This design comes from an exercise in tuning for small area, a short achievable clock period and few clock cycles per item on the open sky130 flow, not from production work. For this run, only the layout was checked, not whether the RTL still works. No activity file was given, so power comes from the tool's default toggle rates.

==> flow/design.v <==
package rsa_pkg;
    localparam int default_key_bits = 256;
    localparam int default_steps = 2;
    typedef enum logic [2:0] {
        core_load,
        core_prep,
        core_first,
        core_mul,
        core_conv,
        core_reduce,
        core_done
    } core_state_e;
    typedef enum logic [1:0] {
        op_square,
        op_multiply,
        op_exit
    } mont_op_e;
endpackage
package avm_pkg;
    localparam int addr_bits = 5;
    localparam logic [addr_bits-1:0] rx_base     = 5'd0;
    localparam logic [addr_bits-1:0] tx_base     = 5'd4;
    localparam logic [addr_bits-1:0] status_base = 5'd8;
    localparam int tx_ok_bit = 6;
    localparam int rx_ok_bit = 7;
    typedef enum logic [2:0] {
        poll_rx,
        read_rx,
        compute,
        poll_tx,
        send
    } bus_state_e;
endpackage
module rsa_modprod #(
    parameter int key_bits = rsa_pkg::default_key_bits,
    parameter int sw       = key_bits + 2
) (
    input  logic                conv,
    input  logic [sw-1:0]       ss,
    input  logic [sw-1:0]       sc,
    input  logic [key_bits:0]   x,
    input  logic [key_bits-1:0] n,
    output logic [key_bits:0]   sum,
    output logic                ge
);
    logic [key_bits+1:0] op_a;
    logic [key_bits+1:0] op_b;
    logic [key_bits+1:0] res;
    assign op_a = conv ? ss[key_bits+1:0] : {1'b0, x};
    assign op_b = conv ? sc[key_bits+1:0] : ~{2'b00, n};
    assign res  = op_a + op_b + {{(key_bits+1){1'b0}}, ~conv};
    assign sum  = res[key_bits:0];
    assign ge   = ~res[key_bits+1];
endmodule
module rsa_mont #(
    parameter int key_bits = rsa_pkg::default_key_bits,
    parameter int steps    = rsa_pkg::default_steps,
    parameter int sw       = key_bits + 2
) (
    input  logic [steps-1:0]    a_bits,
    input  logic [key_bits:0]   b,
    input  logic [key_bits-1:0] n,
    input  logic [sw-1:0]       ss_in,
    input  logic [sw-1:0]       sc_in,
    output logic [sw-1:0]       ss_out,
    output logic [sw-1:0]       sc_out
);
    localparam int tw = sw + 2;
    logic [tw-1:0] ss [0:steps];
    logic [tw-1:0] sc [0:steps];
    assign ss[0] = tw'(ss_in);
    assign sc[0] = tw'(sc_in);
    for (genvar j = 0; j < steps; j++) begin : g_step
        logic [tw-1:0] pp;
        logic [tw-1:0] qn;
        logic [tw-1:0] x;
        logic [tw-1:0] y;
        logic [tw-1:0] u;
        logic [tw-1:0] v;
        logic          q;
        assign pp = a_bits[j] ? tw'(b) : '0;
        assign q  = ss[j][0] ^ sc[j][0] ^ pp[0];
        assign qn = q ? tw'(n) : '0;
        assign x  = ss[j] ^ sc[j] ^ pp;
        assign y  = ((ss[j] & sc[j]) | (ss[j] & pp) | (sc[j] & pp)) << 1;
        assign u  = x ^ y ^ qn;
        assign v  = (x & y) | (x & qn) | (y & qn);
        assign ss[j+1] = u >> 1;
        assign sc[j+1] = v;
    end
    assign ss_out = ss[steps][sw-1:0];
    assign sc_out = sc[steps][sw-1:0];
endmodule
module rsa_core #(
    parameter int key_bits = rsa_pkg::default_key_bits,
    parameter int steps    = rsa_pkg::default_steps
) (
    input  logic                avm_clk,
    input  logic                avm_rst,
    input  logic                rx_valid,
    input  logic [7:0]          rx_byte,
    input  logic                tx_shift,
    input  logic                tx_done,
    output logic [7:0]          tx_first,
    output logic [7:0]          tx_next,
    output logic                finished
);
    localparam int sw       = key_bits + 2;
    localparam int iters    = (key_bits + 2 + steps - 1) / steps;
    localparam int rbits    = iters * steps;
    localparam int it_bits  = $clog2(iters + 1);
    localparam int pr_bits  = $clog2(rbits + 1);
    localparam int bp_bits  = $clog2(key_bits);
    localparam int n_bytes  = key_bits / 8;
    localparam int ld_bits  = $clog2(3 * n_bytes);
    localparam int ext_bits = (iters + 1) * steps;
    rsa_pkg::core_state_e state;
    rsa_pkg::mont_op_e    op;
    logic [key_bits-1:0] n_r;
    logic [key_bits-1:0] d_r;
    logic [key_bits:0]   acc;
    logic [key_bits:0]   base;
    logic [sw-1:0]       ss;
    logic [sw-1:0]       sc;
    logic [steps-1:0]    a_bits;
    logic [ld_bits-1:0]  ld_cnt;
    logic [pr_bits-1:0]  pr_cnt;
    logic [it_bits-1:0]  it_cnt;
    logic [bp_bits-1:0]  bp;
    logic [sw-1:0]       ss_nx;
    logic [sw-1:0]       sc_nx;
    logic [key_bits:0]   add_sum;
    logic                add_ge;
    logic                conv;
    logic                d_bit;
    logic [key_bits:0]   red;
    logic [ext_bits-1:0] acc_ext;
    logic [ext_bits-1:0] base_ext;
    logic [ext_bits-1:0] sum_ext;
    logic [steps-1:0]    acc_chunk;
    logic [steps-1:0]    base_chunk;
    assign acc_ext    = ext_bits'(acc);
    assign base_ext   = ext_bits'(base);
    assign sum_ext    = ext_bits'(add_sum);
    assign acc_chunk  = acc_ext[it_cnt*steps +: steps];
    assign base_chunk = base_ext[it_cnt*steps +: steps];
    assign d_bit      = d_r[bp];
    rsa_mont #(
        .key_bits (key_bits),
        .steps    (steps),
        .sw       (sw)
    ) u_mont (
        .a_bits (a_bits),
        .b      (acc),
        .n      (n_r),
        .ss_in  (ss),
        .sc_in  (sc),
        .ss_out (ss_nx),
        .sc_out (sc_nx)
    );
    assign conv = (state == rsa_pkg::core_conv);
    rsa_modprod #(
        .key_bits (key_bits),
        .sw       (sw)
    ) u_add (
        .conv (conv),
        .ss   (ss),
        .sc   (sc),
        .x    (acc),
        .n    (n_r),
        .sum  (add_sum),
        .ge   (add_ge)
    );
    assign red = add_ge ? add_sum : acc;
    assign tx_first = acc[key_bits-9 -: 8];
    assign tx_next  = acc[key_bits-17 -: 8];
    assign finished = (state == rsa_pkg::core_done);
    always_ff @(posedge avm_clk or posedge avm_rst) begin
        if (avm_rst) begin
            state  <= rsa_pkg::core_load;
            op     <= rsa_pkg::op_square;
            ld_cnt <= '0;
            pr_cnt <= '0;
            it_cnt <= '0;
            bp     <= '0;
        end else begin
            case (state)
                rsa_pkg::core_load: begin
                    if (rx_valid) begin
                        if (ld_cnt == ld_bits'(3 * n_bytes - 1)) begin
                            ld_cnt <= '0;
                            pr_cnt <= '0;
                            bp     <= bp_bits'(key_bits - 1);
                            state  <= rsa_pkg::core_prep;
                        end else begin
                            ld_cnt <= ld_cnt + 1'b1;
                        end
                    end
                end
                rsa_pkg::core_prep: begin
                    if (!d_bit && bp != '0) bp <= bp - 1'b1;
                    pr_cnt <= pr_cnt + 1'b1;
                    if (pr_cnt == pr_bits'(rbits - 1)) begin
                        state <= rsa_pkg::core_first;
                    end
                end
                rsa_pkg::core_first: begin
                    it_cnt <= it_bits'(1);
                    if (!d_bit) begin
                        state <= rsa_pkg::core_done;
                    end else if (bp == '0) begin
                        op    <= rsa_pkg::op_exit;
                        state <= rsa_pkg::core_mul;
                    end else begin
                        op    <= rsa_pkg::op_square;
                        bp    <= bp - 1'b1;
                        state <= rsa_pkg::core_mul;
                    end
                end
                rsa_pkg::core_mul: begin
                    it_cnt <= it_cnt + 1'b1;
                    if (it_cnt == it_bits'(iters)) begin
                        state <= rsa_pkg::core_conv;
                    end
                end
                rsa_pkg::core_conv: begin
                    it_cnt <= it_bits'(1);
                    state  <= rsa_pkg::core_mul;
                    case (op)
                        rsa_pkg::op_square: begin
                            if (d_bit) begin
                                op <= rsa_pkg::op_multiply;
                            end else if (bp == '0) begin
                                op <= rsa_pkg::op_exit;
                            end else begin
                                bp <= bp - 1'b1;
                            end
                        end
                        rsa_pkg::op_multiply: begin
                            if (bp == '0) begin
                                op <= rsa_pkg::op_exit;
                            end else begin
                                op <= rsa_pkg::op_square;
                                bp <= bp - 1'b1;
                            end
                        end
                        default: begin
                            state <= rsa_pkg::core_reduce;
                        end
                    endcase
                end
                rsa_pkg::core_reduce: begin
                    state <= rsa_pkg::core_done;
                end
                rsa_pkg::core_done: begin
                    if (tx_done) state <= rsa_pkg::core_load;
                end
                default: state <= rsa_pkg::core_load;
            endcase
        end
    end
    always_ff @(posedge avm_clk) begin
        case (state)
            rsa_pkg::core_load: begin
                if (rx_valid) begin
                    n_r <= {n_r[key_bits-9:0], d_r[key_bits-1 -: 8]};
                    d_r <= {d_r[key_bits-9:0], acc[key_bits-1 -: 8]};
                    acc <= {1'b0, acc[key_bits-9:0], rx_byte};
                end
            end
            rsa_pkg::core_prep: begin
                acc <= {red[key_bits-1:0], 1'b0};
            end
            rsa_pkg::core_first: begin
                base <= acc;
                ss   <= '0;
                sc   <= '0;
                if (!d_bit) begin
                    acc <= (key_bits + 1)'(1);
                end
                if (d_bit && bp == '0) begin
                    a_bits <= steps'(1);
                end else begin
                    a_bits <= acc[steps-1:0];
                end
            end
            rsa_pkg::core_mul: begin
                ss <= ss_nx;
                sc <= sc_nx;
                case (op)
                    rsa_pkg::op_square:   a_bits <= acc_chunk;
                    rsa_pkg::op_multiply: a_bits <= base_chunk;
                    default:              a_bits <= '0;
                endcase
            end
            rsa_pkg::core_conv: begin
                acc <= add_sum;
                ss  <= '0;
                sc  <= '0;
                if (op == rsa_pkg::op_square && d_bit) begin
                    a_bits <= base[steps-1:0];
                end else if (bp != '0) begin
                    a_bits <= add_sum[steps-1:0];
                end else begin
                    a_bits <= steps'(1);
                end
            end
            rsa_pkg::core_reduce: begin
                acc <= red;
            end
            rsa_pkg::core_done: begin
                if (tx_shift) acc <= {acc[key_bits-8:0], 8'h00};
            end
            default: begin
            end
        endcase
    end
endmodule
module rsa_wrapper #(
    parameter int key_bits = rsa_pkg::default_key_bits
) (
    input  logic                          avm_clk,
    input  logic                          avm_rst,
    output logic [avm_pkg::addr_bits-1:0] avm_address,
    output logic                          avm_read,
    input  logic [31:0]                   avm_readdata,
    output logic                          avm_write,
    output logic [31:0]                   avm_writedata,
    input  logic                          avm_waitrequest
);
    localparam int n_bytes = key_bits / 8;
    localparam int rx_bits = $clog2(3 * n_bytes);
    avm_pkg::bus_state_e state;
    logic [rx_bits-1:0]  byte_cnt;
    logic [7:0]          rx_byte;
    logic                rx_valid;
    logic [7:0]          tx_byte;
    logic                tx_shift;
    logic                tx_done;
    logic [7:0]          tx_first;
    logic [7:0]          tx_next;
    logic                core_finished;
    assign avm_writedata = {24'd0, tx_byte};
    rsa_core #(
        .key_bits (key_bits)
    ) u_core (
        .avm_clk  (avm_clk),
        .avm_rst  (avm_rst),
        .rx_valid (rx_valid),
        .rx_byte  (rx_byte),
        .tx_shift (tx_shift),
        .tx_done  (tx_done),
        .tx_first (tx_first),
        .tx_next  (tx_next),
        .finished (core_finished)
    );
    always_ff @(posedge avm_clk or posedge avm_rst) begin
        if (avm_rst) begin
            state       <= avm_pkg::poll_rx;
            byte_cnt    <= '0;
            avm_address <= avm_pkg::status_base;
            avm_read    <= 1'b1;
            avm_write   <= 1'b0;
            rx_valid    <= 1'b0;
            tx_shift    <= 1'b0;
            tx_done     <= 1'b0;
        end else begin
            rx_valid <= 1'b0;
            tx_shift <= 1'b0;
            tx_done  <= 1'b0;
            case (state)
                avm_pkg::poll_rx: begin
                    if (!avm_waitrequest && avm_readdata[avm_pkg::rx_ok_bit]) begin
                        avm_address <= avm_pkg::rx_base;
                        state       <= avm_pkg::read_rx;
                    end
                end
                avm_pkg::read_rx: begin
                    if (!avm_waitrequest) begin
                        rx_valid <= 1'b1;
                        if (byte_cnt == rx_bits'(3 * n_bytes - 1)) begin
                            byte_cnt <= '0;
                            avm_read <= 1'b0;
                            state    <= avm_pkg::compute;
                        end else begin
                            byte_cnt    <= byte_cnt + 1'b1;
                            avm_address <= avm_pkg::status_base;
                            state       <= avm_pkg::poll_rx;
                        end
                    end
                end
                avm_pkg::compute: begin
                    if (core_finished) begin
                        avm_read    <= 1'b1;
                        avm_address <= avm_pkg::status_base;
                        state       <= avm_pkg::poll_tx;
                    end
                end
                avm_pkg::poll_tx: begin
                    if (!avm_waitrequest && avm_readdata[avm_pkg::tx_ok_bit]) begin
                        avm_read    <= 1'b0;
                        avm_write   <= 1'b1;
                        avm_address <= avm_pkg::tx_base;
                        state       <= avm_pkg::send;
                    end
                end
                avm_pkg::send: begin
                    if (!avm_waitrequest) begin
                        avm_write   <= 1'b0;
                        avm_read    <= 1'b1;
                        avm_address <= avm_pkg::status_base;
                        tx_shift    <= 1'b1;
                        if (byte_cnt == rx_bits'(n_bytes - 2)) begin
                            byte_cnt <= '0;
                            tx_done  <= 1'b1;
                            state    <= avm_pkg::poll_rx;
                        end else begin
                            byte_cnt <= byte_cnt + 1'b1;
                            state    <= avm_pkg::poll_tx;
                        end
                    end
                end
                default: state <= avm_pkg::poll_rx;
            endcase
        end
    end
    always_ff @(posedge avm_clk) begin
        if (state == avm_pkg::read_rx && !avm_waitrequest) begin
            rx_byte <= avm_readdata[7:0];
        end
        if (state == avm_pkg::compute && core_finished) begin
            tx_byte <= tx_first;
        end
        if (state == avm_pkg::send && !avm_waitrequest) begin
            tx_byte <= tx_next;
        end
    end
endmodule
==> flow/run.sh <==
#!/bin/bash
# synth_recipe.tcl (not shown) runs the flow's synth.tcl, then flattens the netlist and writes it again
# the make line also repeats each setting of config.mk as NAME=value (left out here)
make -C /OpenROAD-flow-scripts/flow DESIGN_CONFIG=/design/flow/config.mk WORK_HOME=/design/flow/orfs CLKGATE_MAP_FILE= SYNTH_SCRIPT=/design/flow/synth_recipe.tcl finish
==> flow/config.mk <==
export PLATFORM = sky130hd
export DESIGN_NAME = rsa_wrapper
export DESIGN_NICKNAME = rsa_wrapper
export VERILOG_FILES = /design/flow/design.v
export SDC_FILE = /design/flow/constraint.sdc
export NUM_CORES = 4
export LEC_CHECK = 0
export CAP_MARGIN = 20
export CORE_MARGIN = 2
export CORE_UTILIZATION = 40
export SETUP_SLACK_MARGIN = 0.5
export SLEW_MARGIN = 20
==> flow/constraint.sdc <==
create_clock -name core_clock -period 16.0 [get_ports {avm_clk}]
set_input_delay 3.2000 -clock core_clock [delete_from_list [all_inputs] [get_ports {avm_clk}]]
set_output_delay 3.2000 -clock core_clock [all_outputs]
set_load 0.01 [all_outputs]
==> notes.md <==
power breakdown:
| group | switching [W] | internal, W | leakage, nW |
|---|---|---|---|
| logic | 0.00512 | 0.00279 | 36.2 |
| registers | 0.000553 | 0.00554 | 14.9 |
| clock network | 0.00205 | 0.00278 | 3.28 |
| total | 0.00772 | 0.0111 | 54.4 |
routing by layer:
| metal | share of wire, % | up-vias | global-route usage [%] |
|---|---|---|---|
| li1 | - | 45686 | - |
| met1 | 41 | 53534 | 40.8 |
| met2 | 43 | 5909 | 42.8 |
| met3 | 10 | 1251 | 6.15 |
| met4 | 5.4 | 14 | 12.9 |
| met5 | 0.016 | - | 0 |
logic make-up after synthesis:
logic type / count (synthesis) / share of synthesized area, %
AO/OA/AOI/OAI: 2909 / 13.9
XOR/XNOR: 265 / 1.78
adder cells (fa/ha/maj): 1310 / 18.5
buffers and inverters: 2023 / 6.07
flip-flops: 1614 / 37.1
multiplexers: 399 / 4.79
other: 1 / 0.00288
AND/OR/NAND/NOR: 4917 / 17.9
path summary, 6_finish.rpt:
path,startpoint,end,slack [ps],cells past startpoint
setup / recovery,u_core.state[0]$_DFFE_PP0P_,u_core.acc[64]$_DFFE_PP_,4530,21
hold / removal,u_core.d_r[33]$_DFFE_PP_,u_core.d_r[41]$_DFFE_PP_,430,0
setup reg to reg,u_core.state[0]$_DFFE_PP0P_,u_core.acc[64]$_DFFE_PP_,4530,21
hold reg to reg,u_core.d_r[33]$_DFFE_PP_,u_core.d_r[41]$_DFFE_PP_,430,0
max in group asynchronous,avm_rst,u_core.it_cnt[0]$_DFFE_PP0P_,12370,3
min in group asynchronous,avm_rst,u_core.bp[4]$_DFFE_PP0P_,2840,3
cell usage in the layout (no fill, tap or decap), types with 35 or more instances in the layout:
cell / synthesis / routed
and3_1: 43 / 43
o31ai_1: 58 / 58
dfrtp_1: 52 / 43
edfxtp_1: 1560 / 1560
inv_1: 1129 / 1125
o32ai_1: 35 / 35
nor3_1: 161 / 159
a22oi_1: 40 / 40
a221oi_1: 113 / 113
nor2_1: 941 / 927
nand3_1: 142 / 142
nor2b_1: 285 / 284
fa_1: 1027 / 1025
mux4_2: 176 / 176
o22ai_1: 113 / 113
a221o_1: 44 / 44
and2_1: 1058 / 1056
nand4_1: 193 / 193
a21oi_1: 1134 / 1132
a31oi_1: 94 / 93
o21a_1: 53 / 53
a21o_1: 119 / 119
a211oi_1: 125 / 123
nand2_1: 1928 / 1918
ha_1: 273 / 273
o22a_1: 39 / 39
nor4_1: 38 / 37
clkbuf_16: 0 / 200
o21ai_0: 576 / 573
o21bai_1: 65 / 65
mux2i_1: 193 / 193
o211ai_1: 38 / 38
xor2_1: 130 / 130
buf_4: 36 / 234
clkinv_1: 5 / 36
clkinv_2: 0 / 41
xnor2_1: 135 / 135
flip-flops by register name, indices dropped and copies added, names as in the netlist, 2 cells and up:
name           cells
rx_byte            8
u_core.d_r       256
u_core.n_r       256
u_core.bp          8
u_core.it_cnt      8
state              3
u_core.acc       257
u_core.pr_cnt      9
avm_address        2
u_core.op          2
u_core.ld_cnt      7
u_core.a_bits      2
u_core.state       3
byte_cnt           7
u_core.base      257
u_core.ss        258
u_core.sc        258
tx_byte            8
metrics by stage:
step / std cells / util (%) / hold slack (ps)
final: 17551 / 43.6 / 426
after global placement: 17172 / 41.5 / 423
after global routing: 17548 / 43.6 / 448
after detailed placement: 17172 / 41.5 / 429
after CTS: 17542 / 43.6 / 439
after floorplan: 13464 / - / 421
final cells by class:
class / instances / share of cell area, %
antenna: 8 / 0.0142
clock buffer: 230 / 3.65
clock inverter: 140 / 1.13
inverter: 1135 / 3.04
multi-input combinational: 9827 / 52.6
sequential: 1614 / 34.1
tap: 4325 / 3.83
timing repair buffer: 272 / 1.61
==> notes.md <==
Status
The flow ran to the end and the layout has no timing, DRC or antenna violations.

Global route
The largest net degree at the start of global routing is between 150 and 200. The via count of the first global-routing pass is 102861. The initial antenna violation count came to 23. Summed over all layers, the global routing overflow is 0.

The global-route wire length before repair is about 700000 um. Global routing used roughly 29% of the available tracks across all layers.

Timing
Setup repair after global routing left no endpoint under its margin. The max-slew violation count was 0. The highest clock frequency the design can meet is between 80 and 90 MHz. The summed negative setup slack over all endpoints is 0 ps. The number of failing setup endpoints in the final timing report is 0. In this run the tightest slew margin relative to its limit is approximately a tenth. Clock skew on the completed layout was measured at 165 ps. Setup slack on the critical path of the routed design comes to 4530 ps. The worst path in the final design needs a cycle of around 11000 ps, including I/O delays and setup. The worst path uses 71.7% of the clock period. The final-report hold violation count is 0. The transition time at the pin with the least slew margin is approximately 1300 ps.

Synth
The sequential element share of the synthesized area is 37.1%. The synthesized netlist occupies a cell area of 130000 sq um. Among all flip-flop cells after synthesis, the most frequent one is edfxtp_1. The number of different library cells in the post-synthesis netlist is 100. The async set-reset flop share out of synthesis is 3.35%. By area the synthesized netlist is led by edfxtp_1 36%, fa_1 16%, nand2_1 5.6%, and2_1 5.1%, a21oi_1 4.4%. edfxtp_1 takes more of the synthesized area than any other cell.

The synthesized instance count is 13438. Sorting the synthesized cells by how often they occur yields 1928 x nand2_1, 1560 x edfxtp_1, 1134 x a21oi_1, 1129 x inv_1, 1058 x and2_1. The average footprint of a synthesized cell is roughly 9.7 sq um. The synthesized flop and latch total is approximately 1600. For this run, the number of Yosys warnings is 5. The most numerous cell in the Yosys netlist is nand2_1. The fraction of synthesized cell area taken by the top area cell type is 36.0%. The number of enable flip-flop cells after synthesis is ~1600.

Die
The die covers 330000 sq um. The initialized floorplan defines ~210 standard-cell rows. The floorplan step set the die height to 574 um. The initial utilization of the core area, before any placement, comes to 40.1%. The chip width is approximately 570 um.

The total area inside the core boundary comes to 324000 sq um. The total I/O pin count is 74.

Setup path
The signal on the critical path passes through nor2_2, nand2_4, buf_4, buf_4, buf_4, buf_4, a21oi_1, ha_1, nand4_1, nor4_1, nand3_1, a211oi_1, or2_0, a22o_4, o31a_4, and2_4, buf_4, mux2_2, o22ai_1, a2111oi_0, a31o_2. The type of origin of the critical path is a register. STA puts the critical path data required time at 16640 ps.

The setup path with the least slack is of type register to register. Along the worst path, the maximum fanout reaches 80. The sort of element at the end of the critical path is a register. The worst endpoint data arrival time is 12100 ps. The slowest stage of the critical path belongs to the cell nor4_1. In this design, the stage delay of the slowest critical-path cell is 1000 ps. The gate family responsible for the most delay along the worst path is buffers and inverters. The number of buffers and inverters on the critical path is 5.

The library cell appearing most often on the critical path is buf_4.

Layout
In the final layout, the multi-input gates occupy roughly 74000 sq um. The post-route cell area is 141000 sq um. The number of filler cells placed in the layout is 31336.

The sequential cells in the finished layout cover a total of between 40000 and 50000 sq um. From synthesis to final layout, the design area changed by 8.66%. The net total in the final layout is 14384.

The share of final-layout standard cells stronger than drive strength 1 is 6.73%.

Clock network
The CTS tree is done. The cell at the root of the clock tree is clkbuf_16. For this design, the CTS-stage hold fixing added 0 buffers. The H-tree was split into 4 levels. The count of clock tree sinks is between 1500 and 2000. The clock-pin transition on the worst setup and hold timing paths is about 60 ps. After clock tree synthesis, the setup repair step added 0 buffers. The quantity of gates resized following cts is 0. For the worst-skew pair, the clock arrives at the later sink with an insertion delay of 1010 ps. The largest buffer count on any clock path is 4. The number of clock buffers added by TritonCTS is about 200.

Power
For this design the ratio of total power to cell area is 133 nW/um^2. The static leakage is approximately 54 nW. The worst-case IR drop observed on VDD is 0.105 mV. Summing internal, switching and leakage power gives approximately 0.019 W.

Placed design
The setup slack after placement is 5100 ps. After detailed placement, the total cell area comes to roughly 130000 sq um. Summed over all nets, the half-perimeter wirelength after detailed placement is 347000 um. The final weighted congestion of routability-driven global placement is 1.05.

The number of buffers inserted by port buffering is 22.

Drt
The detailed-route vias per instance is 6.06. After detailed routing, the average wire length per cell comes to 27.7 um. The total via count after detailed routing is 106394.

The first-pass detailed-route iteration total is 8. The routed wire length is around 500000 um. In this run the remaining antenna-violating nets after routing total 0. After detailed routing, the number of remaining DRC violations is 0. In this run, the number of DRC markers left after iteration 0 of detailed routing was 13701.

Flow run
The count of max-cap constraint violations is 0.

Worst hold path
The type of the tightest min-delay check is register to register.

-- static timing again, ports no longer ideal --
No port has a modelled driver above. Below, the same layout with a new extraction and two added sets of constraints. Step 1: set_driving_cell puts a clkbuf_16 on avm_clk and a buf_2 on each other input, an assumption about the parent block. Step 2, shift: input delay + t, output delay - t, t = (earliest + latest rising clock arrival at the registers) / 2. This alone moves slack from input paths to output paths. Three values: ideal, step 1, step 2; two values: the first two.
t, ns: 1.042
slack for setup (ns): 4.535 / 4.535 / 4.535
worst setup path at the end: register to register
slew at the worst register clock pin (ns): 0.08 / 0.08
After both steps this run still meets setup and hold. For this run, drivers alone change the setup slack by 0.000 ns; drivers and shift together by 0.000 ns.
